This is an optimization exercise on Yosys and OpenROAD, whose aim is small area, a short achievable clock period and few clock cycles per item, not a production implementation. RTL that was checked went through simulation tests only; none was proved equivalent to the original.

==> inputs of branch delta <==
Design affine_warp_source_address, start of the top module:
module affine_warp_source_address
(
    input  logic        clk,
    input  logic        rst_n,
    input  logic        in_valid,
    output logic        in_ready,
    input  logic [10:0] out_x,
    input  logic [10:0] out_y,
    output logic        out_valid,
    input  logic        out_ready,
    output logic        hit,
    output logic [11:0] src_x,
    output logic [11:0] src_y,
    output logic [23:0] src_index,
    input  logic        cfg_wr_en,
    input  logic [2:0]  cfg_index,
    input  logic [31:0] cfg_data
);
Settings: LEC_CHECK=0, CAP_MARGIN=20, CORE_MARGIN=2, CORE_UTILIZATION=40, SETUP_SLACK_MARGIN=2.5, SLEW_MARGIN=20, SYNTH_HIERARCHICAL=1; clock period 7.2 ns.
run.sh (not shown) runs the stock make flow with config.mk's settings and CLKGATE_MAP_FILE= SYNTH_SCRIPT=/design/flow/synth_recipe.tcl, a recipe that flattens the netlist after the stock synthesis.
==> inputs of branch harbor, as changes to branch delta <==
--- a/flow/design.v
+++ b/flow/design.v
@@ -20,37 +20,41 @@
     logic [31:0] coef_yx_reg, coef_yy_reg, offset_y_reg;
     logic [12:0] src_w_reg, src_h_reg;
     logic [13:0] src_w3_reg;   
     logic [12:0] dim_wr;
     assign dim_wr = (cfg_data[12:0] > 13'd4096) ? 13'd4096 : cfg_data[12:0];
-    logic [31:0] cfg_d0, cfg_d1;
-    logic [12:0] dim_d;
-    logic [13:0] dim3_d;
-    logic [7:0]  cfg_we;
-    assign cfg_d0 = rst_n ? cfg_data : 32'h0;
-    assign cfg_d1 = rst_n ? cfg_data : 32'h0001_0000;
-    assign dim_d  = rst_n ? dim_wr : 13'd1;
-    assign dim3_d = rst_n ? ({1'b0, dim_wr} + {dim_wr, 1'b0}) : 14'd3;
-    always_comb
-    begin
-        for (int k = 0; k < 8; k++)
-            cfg_we[k] = !rst_n || (cfg_wr_en && (cfg_index == 3'(k)));
-    end
     always_ff @(posedge clk)
     begin
-        if (cfg_we[0]) coef_xx_reg  <= cfg_d1;
-        if (cfg_we[1]) coef_xy_reg  <= cfg_d0;
-        if (cfg_we[2]) offset_x_reg <= cfg_d0;
-        if (cfg_we[3]) coef_yx_reg  <= cfg_d0;
-        if (cfg_we[4]) coef_yy_reg  <= cfg_d1;
-        if (cfg_we[5]) offset_y_reg <= cfg_d0;
-        if (cfg_we[6])
+        if (!rst_n)
+        begin
+            coef_xx_reg  <= 32'h0001_0000;
+            coef_xy_reg  <= 32'h0;
+            offset_x_reg <= 32'h0;
+            coef_yx_reg  <= 32'h0;
+            coef_yy_reg  <= 32'h0001_0000;
+            offset_y_reg <= 32'h0;
+            src_w_reg    <= 13'd1;
+            src_w3_reg   <= 14'd3;
+            src_h_reg    <= 13'd1;
+        end
+        else if (cfg_wr_en)
         begin
-            src_w_reg  <= dim_d;
-            src_w3_reg <= dim3_d;
+            case (cfg_index)
+                3'd0: coef_xx_reg  <= cfg_data;
+                3'd1: coef_xy_reg  <= cfg_data;
+                3'd2: offset_x_reg <= cfg_data;
+                3'd3: coef_yx_reg  <= cfg_data;
+                3'd4: coef_yy_reg  <= cfg_data;
+                3'd5: offset_y_reg <= cfg_data;
+                3'd6:
+                begin
+                    src_w_reg  <= dim_wr;
+                    src_w3_reg <= {1'b0, dim_wr} + {dim_wr, 1'b0};
+                end
+                default: src_h_reg <= dim_wr;
+            endcase
         end
-        if (cfg_we[7]) src_h_reg <= dim_d;
     end
     logic v0, v1, v2;
     logic r0, r1, r2;
     assign r2 = !v2 || out_ready;
     assign r1 = !v1 || r2;
==> inputs of branch juniper, as changes to branch delta <==
--- a/flow/design.v
+++ b/flow/design.v
@@ -20,37 +20,41 @@
     logic [31:0] coef_yx_reg, coef_yy_reg, offset_y_reg;
     logic [12:0] src_w_reg, src_h_reg;
     logic [13:0] src_w3_reg;   
     logic [12:0] dim_wr;
     assign dim_wr = (cfg_data[12:0] > 13'd4096) ? 13'd4096 : cfg_data[12:0];
-    logic [31:0] cfg_d0, cfg_d1;
-    logic [12:0] dim_d;
-    logic [13:0] dim3_d;
-    logic [7:0]  cfg_we;
-    assign cfg_d0 = rst_n ? cfg_data : 32'h0;
-    assign cfg_d1 = rst_n ? cfg_data : 32'h0001_0000;
-    assign dim_d  = rst_n ? dim_wr : 13'd1;
-    assign dim3_d = rst_n ? ({1'b0, dim_wr} + {dim_wr, 1'b0}) : 14'd3;
-    always_comb
-    begin
-        for (int k = 0; k < 8; k++)
-            cfg_we[k] = !rst_n || (cfg_wr_en && (cfg_index == 3'(k)));
-    end
     always_ff @(posedge clk)
     begin
-        if (cfg_we[0]) coef_xx_reg  <= cfg_d1;
-        if (cfg_we[1]) coef_xy_reg  <= cfg_d0;
-        if (cfg_we[2]) offset_x_reg <= cfg_d0;
-        if (cfg_we[3]) coef_yx_reg  <= cfg_d0;
-        if (cfg_we[4]) coef_yy_reg  <= cfg_d1;
-        if (cfg_we[5]) offset_y_reg <= cfg_d0;
-        if (cfg_we[6])
+        if (!rst_n)
+        begin
+            coef_xx_reg  <= 32'h0001_0000;
+            coef_xy_reg  <= 32'h0;
+            offset_x_reg <= 32'h0;
+            coef_yx_reg  <= 32'h0;
+            coef_yy_reg  <= 32'h0001_0000;
+            offset_y_reg <= 32'h0;
+            src_w_reg    <= 13'd1;
+            src_w3_reg   <= 14'd3;
+            src_h_reg    <= 13'd1;
+        end
+        else if (cfg_wr_en)
         begin
-            src_w_reg  <= dim_d;
-            src_w3_reg <= dim3_d;
+            case (cfg_index)
+                3'd0: coef_xx_reg  <= cfg_data;
+                3'd1: coef_xy_reg  <= cfg_data;
+                3'd2: offset_x_reg <= cfg_data;
+                3'd3: coef_yx_reg  <= cfg_data;
+                3'd4: coef_yy_reg  <= cfg_data;
+                3'd5: offset_y_reg <= cfg_data;
+                3'd6:
+                begin
+                    src_w_reg  <= dim_wr;
+                    src_w3_reg <= {1'b0, dim_wr} + {dim_wr, 1'b0};
+                end
+                default: src_h_reg <= dim_wr;
+            endcase
         end
-        if (cfg_we[7]) src_h_reg <= dim_d;
     end
     logic v0, v1, v2;
     logic r0, r1, r2;
     assign r2 = !v2 || out_ready;
     assign r1 = !v1 || r2;
Settings changed: SETUP_SLACK_MARGIN 2.5 to 2.7.
==> notes.md <==
quantity	branch harbor	branch delta	branch juniper
FF-to-FF End	sy_g1[2]	sx_lz1[2]	sx_lz1[3]
Adder and majority cell fraction of the synthesized area	0.3525	0.3584	0.3525
Number of fillers in the final layout	11.89k	11.24k	11.59k
Die Outline Area	0.1315 mm^2	0.1294 mm^2	0.1315 mm^2
Run status	timing/DRC/antenna clean	timing/DRC/antenna clean	timing/DRC/antenna clean
Clk_skew	32.00 ps	41.47 ps	28.00 ps
Worst setup slack after placement	2214 ps	1902 ps	2004 ps
Fin crit share	0.6423	0.6553	0.6454
Post-route setup slack	2575 ps	2482 ps	2553 ps
Fraction of the core area covered by cells at the end of the flow	0.4649	0.4735	0.4802
Seq_cells	427	428	427
Xor and xnor fraction of the mapped netlist area	0.1333	0.1350	0.1333
Testbench counts of branch harbor, summed over its fixed seeds: cycles 24,264, items 24,000.
Testbench counts of branch juniper, summed over its fixed seeds: cycles 24,264, items 24,000.
The RTL of branch delta was laid out without a check of its function.

==> v15 <==
affine_warp_source_address, a different RTL version from the one above (not shown whole).
==> flow/design.v (excerpt) <==
module affine_warp_source_address
(
    input  logic        clk,
    input  logic        rst_n,
    input  logic        in_valid,
    output logic        in_ready,
    input  logic [10:0] out_x,
    input  logic [10:0] out_y,
    output logic        out_valid,
    input  logic        out_ready,
    output logic        hit,
    output logic [11:0] src_x,
    output logic [11:0] src_y,
    output logic [23:0] src_index,
    input  logic        cfg_wr_en,
    input  logic [2:0]  cfg_index,
    input  logic [31:0] cfg_data
);
make LEC_CHECK=0 CAP_MARGIN=20 CORE_MARGIN=2 CORE_UTILIZATION=40 SLEW_MARGIN=20 SYNTH_HIERARCHICAL=1 finish   # period 7.2 ns
==> v18 (differences from v15) <==
--- a/flow/config.mk
+++ b/flow/config.mk
@@ -5,8 +5,10 @@
 export SDC_FILE = /design/flow/constraint.sdc
 export NUM_CORES = 4
 export LEC_CHECK = 0
+export ABC_AREA = 1
 export CAP_MARGIN = 20
 export CORE_MARGIN = 2
 export CORE_UTILIZATION = 40
+export SETUP_SLACK_MARGIN = 2
 export SLEW_MARGIN = 20
 export SYNTH_HIERARCHICAL = 1
==> v28 (differences from v15) <==
--- a/flow/config.mk
+++ b/flow/config.mk
@@ -8,5 +8,6 @@
 export CAP_MARGIN = 20
 export CORE_MARGIN = 2
 export CORE_UTILIZATION = 40
+export SETUP_SLACK_MARGIN = 3
 export SLEW_MARGIN = 20
 export SYNTH_HIERARCHICAL = 1
==> out/results.ini <==
[finish]
nMultiInputCombCells=6889
drive_gt1_frac=0.0477

[run_status]
status=complete, no violations

[critical_path]
endpoint_kind=flip-flop
reg2reg_slack_ps=2130
path_cells=fa_2 > inv_1 > fa_1 > inv_1 > nand2_1 > nand2_1 > o22ai_1 > fa_1 > fa_1 > fa_1 > fa_1 > fa_1

[synthesis]
synth.area.top_cells=fa_1, nand2_1, edfxtp_1

[timing]
setup_slack_ps=2130

[drt]
dr.pass1.iters=9

[placement]
dp_hpwl_um=153000

Source of the figures above: v18

==> out/results.ini <==
[synthesis]
synth.area.top_cells=fa_1, a22oi_2, xnor2_1

[critical_path]
path_cells=ha_1 > fa_1 > a211oi_1 > o21bai_1 > o21ai_0 > a31oi_1 > a41oi_1 > o211ai_1 > a21oi_1 > o21a_1 > clkdlybuf4s50_1
endpoint_kind=primary output
reg2reg_slack_ps=1580

[timing]
final_max_slew_viol_count=0
setup_slack_ps=1450

[run_status]
status=complete, no violations

[placement]
dp_hpwl_um=124000

[finish]
drive_gt1_frac=0.192
nMultiInputCombCells=3843

[drt]
dr.pass1.iters=6

Source of the figures above: v15

==> out/results.ini <==
[critical_path]
reg2reg_slack_ps=2300

[run_status]
status=complete, no violations

[drt]
drt-wirelength-per-cell_um=31.5
avgViaCountPerCell=6.14
dr.pass1.iters=6
drc=0

[placement]
dp_hpwl_um=123000

[die]
core_area_um2=129000

[timing]
period_minus_slack_ps=4900

[finish]
nMultiInputCombCells=3844

Source of the figures above: v28

No run of this note included a check of the RTL's function; only the layout flow was run.

## re-timing with driven ports
In the flow no input, the clock included, has a driving cell. The finished layouts below were timed again as built, in two steps. Step 1, drivers: a clkbuf_16 drives clk and a buf_2 each remaining input, both assumed. Step 2 also shifts input and output timing later by t, the mid clock arrival at the registers, as if the neighbouring blocks saw the same clock. Slacks: ideal / step 1 / step 2; pairs: ideal / step 1.
| run | t, ns | setup slack, ns | worst data-port slew with drivers (ns) |
|---|---|---|---|
| branch delta | 0.728 | 2.482 / 2.482 / 2.339 | 0.21 |
| branch harbor | 0.736 | 2.575 / 2.529 / 2.169 | 0.18 |
| branch juniper | 0.743 | 2.553 / 2.553 / 2.211 | 0.16 |
| v15 | 0.714 | 1.449 / 1.374 / 1.578 | 0.08 |
| v18 | 0.720 | 2.130 / 2.130 / 2.130 | 0.13 |
| v28 | 0.730 | 2.297 / 2.297 / 2.297 | 0.28 |
After both steps setup and hold are still met in every run listed. The setup slack of branch harbor, which loses most, moves by -0.046 ns with the drivers and by -0.406 ns with both steps.
